From an optimization exercise on the open Yosys and OpenROAD flow, aimed at small area, a short achievable clock period and few clock cycles per item; shortcuts taken in it are not production practice. At most, simulation tests tie the RTL to the original design; equivalence was not proved. Power figures rest on the tool's default switching activity, not on a simulated workload.

==> flow/design.v <==
module muldiv_engine #(
  parameter int WIDTH      = 32,
  parameter int MUL_STAGES = 2
) (
  input  logic             clock,
  input  logic             reset,
  input  logic             flush,
  input  logic [WIDTH-1:0] in_src0,
  input  logic [WIDTH-1:0] in_src1,
  input  logic [1:0]       in_op,
  input  logic             in_sign,
  input  logic             in_valid,
  output logic             in_ready,
  output logic             out_valid,
  input  logic             out_ready,
  output logic [WIDTH-1:0] out_res0,
  output logic [WIDTH-1:0] out_res1,
  output logic             busy
);
  localparam logic [1:0] IDLE = 2'd0;
  localparam logic [1:0] MUL  = 2'd1;
  localparam logic [1:0] DIV  = 2'd2;
  localparam logic [1:0] DONE = 2'd3;
  localparam logic [1:0] OP_MUL = 2'd1;
  localparam logic [1:0] OP_DIV = 2'd2;
  logic [1:0]  state;
  logic        first;    
  logic [4:0]  cnt;      
  logic [63:0] P;        
  logic [34:0] A;        
  logic [32:0] B;        
  logic        qneg;
  logic [5:0]  bc;       
  logic accept;
  assign in_ready  = (state == IDLE) && !flush;
  assign accept    = in_valid && in_ready;
  assign out_valid = (state == DONE);
  assign busy      = (state != IDLE);
  muldiv_add #(.N(32)) u_neg0 (.a(P[31:0]  ^ {32{qneg}}), .b(32'd0), .cin(qneg), .s(out_res0));
  assign out_res1 = P[63:32];
  logic        nega, negb, dz, swap;
  logic [31:0] yb, bm1, mcand, mplier;
  logic [34:0] ealign;
  logic [5:0]  la, lb, lmin;
  logic [4:0]  ma, mb;
  logic        za, zb;
  logic [6:0]  diff;
  assign nega   = in_sign & in_src0[31];
  assign negb   = in_sign & in_src1[31];
  assign yb     = in_src1 ^ {32{negb}};
  muldiv_msb u_msba (.x({in_src0[31] & ~in_sign, in_src0[31:1] ^ in_src0[30:0]}), .m(ma), .z(za));
  muldiv_msb u_msbb (.x({in_src1[31] & ~in_sign, in_src1[31:1] ^ in_src1[30:0]}), .m(mb), .z(zb));
  assign la     = za ? 6'd0 : {1'b0, ma} + 6'd1;
  assign lb     = zb ? 6'd0 : {1'b0, mb} + 6'd1;
  muldiv_add #(.N(32)) u_bm1 (.a(in_src1), .b(32'hffffffff), .cin(1'b0), .s(bm1));
  assign dz     = (in_src1 == 32'd0);
  assign swap   = zb ? 1'b0 : za ? 1'b1 : (mb > ma);
  assign lmin   = swap ? la : lb;
  assign mcand  = swap ? in_src1 : in_src0;
  assign mplier = swap ? in_src0 : in_src1;
  assign diff   = (za ? 7'h7f : {2'b00, ma}) + {6'd0, nega} - (zb ? 7'h7f : {2'b00, mb});
  assign ealign = {35{first & ~dneg}}
                ^ (35'(A << ({cnt, 1'b1} & {6{first}}))
                   | ({35{first & (~dpos | dneg)}} & ~(35'h7ffffffff << {cnt, 1'b1})));
  function automatic logic [5:0] booth_ctl(input logic [4:0] w);
    booth_ctl = {w[4] & ~(w[3] & w[2]), w[3] ^ w[2],
                 (w[4] & ~w[3] & ~w[2]) | (~w[4] & w[3] & w[2]),
                 w[2] & ~(w[1] & w[0]), w[1] ^ w[0],
                 (w[2] & ~w[1] & ~w[0]) | (~w[2] & w[1] & w[0])};
  endfunction
  logic [37:0] bx, bxa, bxb;
  logic [3:0]  cnt_dn, ia, ib;
  logic [5:0]  bc_next, bca, bcb;
  logic        n1, o1, t1b, n0, o0, t0b;
  logic [34:0] s1, s0, pp1, pp0;
  logic [63:0] mul_next;
  assign cnt_dn  = cnt[3:0] - 4'd1;
  assign bx      = {{4{B[32]}}, B, 1'b0};
  assign bc_next = booth_ctl(bx[{cnt_dn, 2'b00} +: 5]);
  assign ia      = za ? 4'd0 : 4'(({1'b0, ma} + 6'd1) >> 2);
  assign ib      = zb ? 4'd0 : 4'(({1'b0, mb} + 6'd1) >> 2);
  assign bxa     = {{5{in_sign & in_src0[31]}}, in_src0, 1'b0};
  assign bxb     = {{5{in_sign & in_src1[31]}}, in_src1, 1'b0};
  assign bca     = booth_ctl(bxa[{ia, 2'b00} +: 5]);
  assign bcb     = booth_ctl(bxb[{ib, 2'b00} +: 5]);
  assign {n1, o1, t1b, n0, o0, t0b} = bc;
  assign s1  = ({35{o1}} & A) | ({35{t1b}} & {A[33:0], 1'b0});
  assign s0  = ({35{o0}} & A) | ({35{t0b}} & {A[33:0], 1'b0});
  assign pp1 = s1 ^ {35{n1}};
  assign pp0 = s0 ^ {35{n0}};
  logic [37:0] ml, my1, my0, cs_s, cs_c;
  logic [2:0]  mu;
  assign ml   = {P[33:0], 1'b0, n1, 1'b0, n0};
  assign my1  = {pp1[34], pp1, 2'b00};
  assign my0  = {{3{pp0[34]}}, pp0};
  assign cs_s = ml ^ my1 ^ my0;
  assign cs_c = (ml & my1) | (ml & my0) | (my1 & my0);
  assign mu   = {2'b00, cs_c[37]} - {2'b00, my1[37]} - {2'b00, my0[37]};
  muldiv_add #(.N(64)) u_mul (.a({P[59:34], cs_s}), .b({{23{mu[2]}}, mu, cs_c[36:0], 1'b0}),
                              .cin(1'b0), .s(mul_next));
  logic [34:0] rx, d1, d2a, eh;
  logic [35:0] d2b, cs3_s, cs3_c;
  logic        sd1, sd2a, sd2b;
  logic        ge1, ge2, dpos, dneg, cval, cdec;
  logic [31:0] r2;
  assign rx    = {{3{dneg & P[63]}}, P[63:32]};
  assign eh    = {ealign[34], ealign[34:1]};
  assign cval  = dneg | dpos;
  assign cdec  = ~dneg & dpos;
  assign cs3_s = {rx[34], rx} ^ {ealign[34], ealign} ^ {eh[34], eh};
  assign cs3_c = {((rx & ealign) | (rx & eh) | (ealign & eh)), cval};
  muldiv_add2 #(.N(35)) u_d1  (.a(rx), .b(ealign), .cv(cval), .cd(cdec), .s(d1),  .sd(sd1));
  muldiv_add2 #(.N(35)) u_d2a (.a(rx), .b(eh), .cv(cval), .cd(cdec), .s(d2a), .sd(sd2a));
  muldiv_add2 #(.N(36)) u_d2b (.a(cs3_s), .b(cs3_c), .cv(cval), .cd(cdec), .s(d2b), .sd(sd2b));
  assign ge1 = sd1 ^ ~dneg;
  assign ge2 = ge1 ? (sd2b ^ ~dneg) : (sd2a ^ ~dneg);
  assign r2  = ge1 ? (ge2 ? d2b[31:0] : d1[31:0]) : (ge2 ? d2a[31:0] : P[63:32]);
  always_ff @(posedge clock) begin
    if (reset) begin
      state <= IDLE;
    end else if (flush) begin
      state <= IDLE;
    end else begin
      case (state)
        IDLE: begin
          if (accept) begin
            if (in_op == OP_MUL) state <= MUL;
            else if (in_op == OP_DIV) state <= (dz || diff[6]) ? DONE : DIV;
          end
        end
        MUL:  if (cnt == 5'd0) state <= DONE;
        DIV:  if (cnt == 5'd0) state <= DONE;
        DONE: if (out_ready) state <= IDLE;
        default: state <= IDLE;
      endcase
    end
  end
  always_ff @(posedge clock) begin
    case (state)
      IDLE: begin
        if (accept) begin
          if (in_op == OP_DIV) begin
            A    <= {3'b000, (nega & ~negb) ? bm1 : yb};
            P    <= {in_src0, {32{dz}}};
            cnt  <= diff[5:1];
            dpos <= ~negb;
            dneg <= nega;
            first <= 1'b1;
            qneg <= (nega ^ negb) & ~dz;
          end else begin
            A    <= {{3{in_sign & mcand[31]}}, mcand};
            B    <= {in_sign & mplier[31], mplier};
            bc   <= swap ? bca : bcb;
            P    <= 64'd0;
            cnt  <= {1'b0, lmin[5:2]};
            qneg <= 1'b0;
          end
        end
      end
      MUL: begin
        P   <= mul_next;
        bc  <= bc_next;
        cnt <= cnt - 5'd1;
      end
      DIV: begin
        P   <= {r2, P[29:0], ge1, ge2};
        A   <= {{2{ealign[34]}}, ealign[34:2]};
        first <= 1'b0;
        cnt <= cnt - 5'd1;
      end
      default: ;
    endcase
  end
endmodule
module muldiv_add #(
  parameter int N = 32
) (
  input  logic [N-1:0] a,
  input  logic [N-1:0] b,
  input  logic         cin,
  output logic [N-1:0] s
);
  localparam int L = $clog2(N);
  logic [N-1:0] p0;
  logic [N-1:0] g [0:L];
  logic [N-1:0] p [0:L];
  assign p0   = a ^ b;
  assign g[0] = (a & b) | {{(N-1){1'b0}}, p0[0] & cin};
  assign p[0] = p0;
  for (genvar l = 0; l < L; l++) begin : g_lvl
    for (genvar i = 0; i < N; i++) begin : g_bit
      if ((i >> l) % 2 == 1) begin : g_comb
        localparam int J = ((i >> l) << l) - 1;
        assign g[l+1][i] = g[l][i] | (p[l][i] & g[l][J]);
        assign p[l+1][i] = p[l][i] & p[l][J];
      end else begin : g_pass
        assign g[l+1][i] = g[l][i];
        assign p[l+1][i] = p[l][i];
      end
    end
  end
  assign s = p0 ^ {g[L][N-2:0], cin};
endmodule
module muldiv_msb (
  input  logic [31:0] x,
  output logic [4:0]  m,
  output logic        z
);
  logic [15:0]      z1;
  logic [15:0][0:0] p1;
  logic [7:0]       z2;
  logic [7:0][1:0]  p2;
  logic [3:0]       z3;
  logic [3:0][2:0]  p3;
  logic [1:0]       z4;
  logic [1:0][3:0]  p4;
  always_comb begin
    for (int i = 0; i < 16; i++) begin
      z1[i] = ~(x[2*i+1] | x[2*i]);
      p1[i] = x[2*i+1];
    end
    for (int i = 0; i < 8; i++) begin
      z2[i] = z1[2*i+1] & z1[2*i];
      p2[i] = z1[2*i+1] ? {1'b0, p1[2*i]} : {1'b1, p1[2*i+1]};
    end
    for (int i = 0; i < 4; i++) begin
      z3[i] = z2[2*i+1] & z2[2*i];
      p3[i] = z2[2*i+1] ? {1'b0, p2[2*i]} : {1'b1, p2[2*i+1]};
    end
    for (int i = 0; i < 2; i++) begin
      z4[i] = z3[2*i+1] & z3[2*i];
      p4[i] = z3[2*i+1] ? {1'b0, p3[2*i]} : {1'b1, p3[2*i+1]};
    end
    z = z4[1] & z4[0];
    m = z4[1] ? {1'b0, p4[0]} : {1'b1, p4[1]};
  end
endmodule
module muldiv_add2 #(
  parameter int N = 32
) (
  input  logic [N-1:0] a,
  input  logic [N-1:0] b,
  input  logic         cv,
  input  logic         cd,
  output logic [N-1:0] s,
  output logic         sd
);
  localparam int L = $clog2(N);
  logic [N-1:0] p0;
  logic [N-1:0] g [0:L];
  logic [N-1:0] p [0:L];
  assign p0   = a ^ b;
  assign g[0] = a & b;
  assign p[0] = p0;
  for (genvar l = 0; l < L; l++) begin : g_lvl
    for (genvar i = 0; i < N; i++) begin : g_bit
      if ((i >> l) % 2 == 1) begin : g_comb
        localparam int J = ((i >> l) << l) - 1;
        assign g[l+1][i] = g[l][i] | (p[l][i] & g[l][J]);
        assign p[l+1][i] = p[l][i] & p[l][J];
      end else begin : g_pass
        assign g[l+1][i] = g[l][i];
        assign p[l+1][i] = p[l][i];
      end
    end
  end
  assign s  = p0 ^ {g[L][N-2:0] | (p[L][N-2:0] & {(N-1){cv}}), cv};
  assign sd = p0[N-1] ^ (g[L][N-2] | (p[L][N-2] & cd));
endmodule
==> flow/config.mk <==
export PLATFORM = sky130hd
export DESIGN_NAME = muldiv_engine
export DESIGN_NICKNAME = muldiv_engine
export VERILOG_FILES = /design/flow/design.v
export SDC_FILE = /design/flow/constraint.sdc
export NUM_CORES = 4
export LEC_CHECK = 0
export CAP_MARGIN = 20
export CORE_MARGIN = 2
export CORE_UTILIZATION = 40
export SLEW_MARGIN = 20
export TNS_END_PERCENT = 5
==> flow/constraint.sdc <==
create_clock -name core_clock -period 11.0 [get_ports {clock}]
set_input_delay 2.2000 -clock core_clock [delete_from_list [all_inputs] [get_ports {clock}]]
set_output_delay 2.2000 -clock core_clock [all_outputs]
set_load 0.01 [all_outputs]
standard.sh (not shown) runs the stock make flow with config.mk's settings and CLKGATE_MAP_FILE= SYNTH_SCRIPT=/design/flow/synth_recipe.tcl, a recipe that flattens the netlist after the stock synthesis.
==> flow/flow/run.sh <==
#!/bin/bash
# Standard synthesis and layout; only the setup repair margin is raised so
# that repair_timing works towards a shorter period than the 11 ns clock.
set -euo pipefail
bash standard.sh synth > synth.log 2>&1
bash standard.sh finish SETUP_SLACK_MARGIN=6 > layout.log 2>&1
The starting point finished with timing, DRC and antenna clean.
Next try:
--- a/flow/design.v
+++ b/flow/design.v
@@ -18,12 +18,12 @@
   output logic             busy
 );
-  localparam logic [1:0] IDLE = 2'd0;
-  localparam logic [1:0] MUL  = 2'd1;
-  localparam logic [1:0] DIV  = 2'd2;
-  localparam logic [1:0] DONE = 2'd3;
+  localparam logic [2:0] IDLE = 3'd0;
+  localparam logic [2:0] MUL  = 3'd1;
+  localparam logic [2:0] NORM = 3'd2;
+  localparam logic [2:0] DIV  = 3'd3;
+  localparam logic [2:0] DONE = 3'd4;
   localparam logic [1:0] OP_MUL = 2'd1;
   localparam logic [1:0] OP_DIV = 2'd2;
-  logic [1:0]  state;
-  logic        first;    
+  logic [2:0]  state;
   logic [4:0]  cnt;      
   logic [63:0] P;        
@@ -60,7 +60,7 @@
   assign mplier = swap ? in_src0 : in_src1;
   assign diff   = (za ? 7'h7f : {2'b00, ma}) + {6'd0, nega} - (zb ? 7'h7f : {2'b00, mb});
-  assign ealign = {35{first & ~dneg}}
-                ^ (35'(A << ({cnt, 1'b1} & {6{first}}))
-                   | ({35{first & (~dpos | dneg)}} & ~(35'h7ffffffff << {cnt, 1'b1})));
+  assign ealign = {35{~dneg}}
+                ^ (35'(A << {cnt, 1'b1})
+                   | ({35{~dpos | dneg}} & ~(35'h7ffffffff << {cnt, 1'b1})));
   function automatic logic [5:0] booth_ctl(input logic [4:0] w);
     booth_ctl = {w[4] & ~(w[3] & w[2]), w[3] ^ w[2],
@@ -105,10 +105,10 @@
   logic [31:0] r2;
   assign rx    = {{3{dneg & P[63]}}, P[63:32]};
-  assign eh    = {ealign[34], ealign[34:1]};
+  assign eh    = {A[34], A[34:1]};
   assign cval  = dneg | dpos;
   assign cdec  = ~dneg & dpos;
-  assign cs3_s = {rx[34], rx} ^ {ealign[34], ealign} ^ {eh[34], eh};
-  assign cs3_c = {((rx & ealign) | (rx & eh) | (ealign & eh)), cval};
-  muldiv_add2 #(.N(35)) u_d1  (.a(rx), .b(ealign), .cv(cval), .cd(cdec), .s(d1),  .sd(sd1));
+  assign cs3_s = {rx[34], rx} ^ {A[34], A} ^ {eh[34], eh};
+  assign cs3_c = {((rx & A) | (rx & eh) | (A & eh)), cval};
+  muldiv_add2 #(.N(35)) u_d1  (.a(rx), .b(A),  .cv(cval), .cd(cdec), .s(d1),  .sd(sd1));
   muldiv_add2 #(.N(35)) u_d2a (.a(rx), .b(eh), .cv(cval), .cd(cdec), .s(d2a), .sd(sd2a));
   muldiv_add2 #(.N(36)) u_d2b (.a(cs3_s), .b(cs3_c), .cv(cval), .cd(cdec), .s(d2b), .sd(sd2b));
@@ -126,8 +126,9 @@
           if (accept) begin
             if (in_op == OP_MUL) state <= MUL;
-            else if (in_op == OP_DIV) state <= (dz || diff[6]) ? DONE : DIV;
+            else if (in_op == OP_DIV) state <= (dz || diff[6]) ? DONE : NORM;
           end
         end
         MUL:  if (cnt == 5'd0) state <= DONE;
+        NORM: state <= DIV;
         DIV:  if (cnt == 5'd0) state <= DONE;
         DONE: if (out_ready) state <= IDLE;
@@ -146,5 +147,4 @@
             dpos <= ~negb;
             dneg <= nega;
-            first <= 1'b1;
             qneg <= (nega ^ negb) & ~dz;
           end else begin
@@ -163,8 +163,10 @@
         cnt <= cnt - 5'd1;
       end
+      NORM: begin
+        A <= ealign;
+      end
       DIV: begin
         P   <= {r2, P[29:0], ge1, ge2};
-        A   <= {{2{ealign[34]}}, ealign[34:2]};
-        first <= 1'b0;
+        A   <= {{2{A[34]}}, A[34:2]};
         cnt <= cnt - 5'd1;
       end
The new run completed with no timing, DRC or antenna violations.
First-iteration DRC count climbs by 14%.
Global-route usage grows by 1.0 points.
Setup slack is better by 600 ps.
Sequential power barely changes.
Critical path depth is higher by 6.
Fmax goes up by 11%.
Non-clock buffer count increases by 8.
Routed wire length increases by 4.0%.
Final cell count went up by 0.63%.
Worst hold slack is better by 110 ps.
Count of clock-buffer cells in the layout stays the same.
Testbench counts after the change, summed over its fixed seeds: cycles 19,131, items 3,200.
For the first run of this note, only the layout was checked, not whether the RTL still works.

static timing again, ports no longer ideal:
How much do the figures lean on ideal ports? The routed layouts below were timed once more, with nothing changed but the port constraints. Step 1 assumes that a clkbuf_16 drives the clock port and a buf_2 every other input. Step 2 also shifts input and output timing later by t, the mid clock arrival at the registers, as if the neighbouring blocks saw the same clock. Three values: ideal ports, drivers, drivers and shift; two values: the first two.
run | shift t [ns] | setup WS [ns] | pins driven straight from the clock port
the first run | 0.564 | 4.827 / 4.850 / 4.286 | 1
the second run | 0.556 | 5.429 / 5.443 / 4.887 | 1
After both steps every run listed still meets setup and hold. For the second run, which loses most, drivers alone change the setup slack by +0.014 ns; drivers and shift together by -0.542 ns.
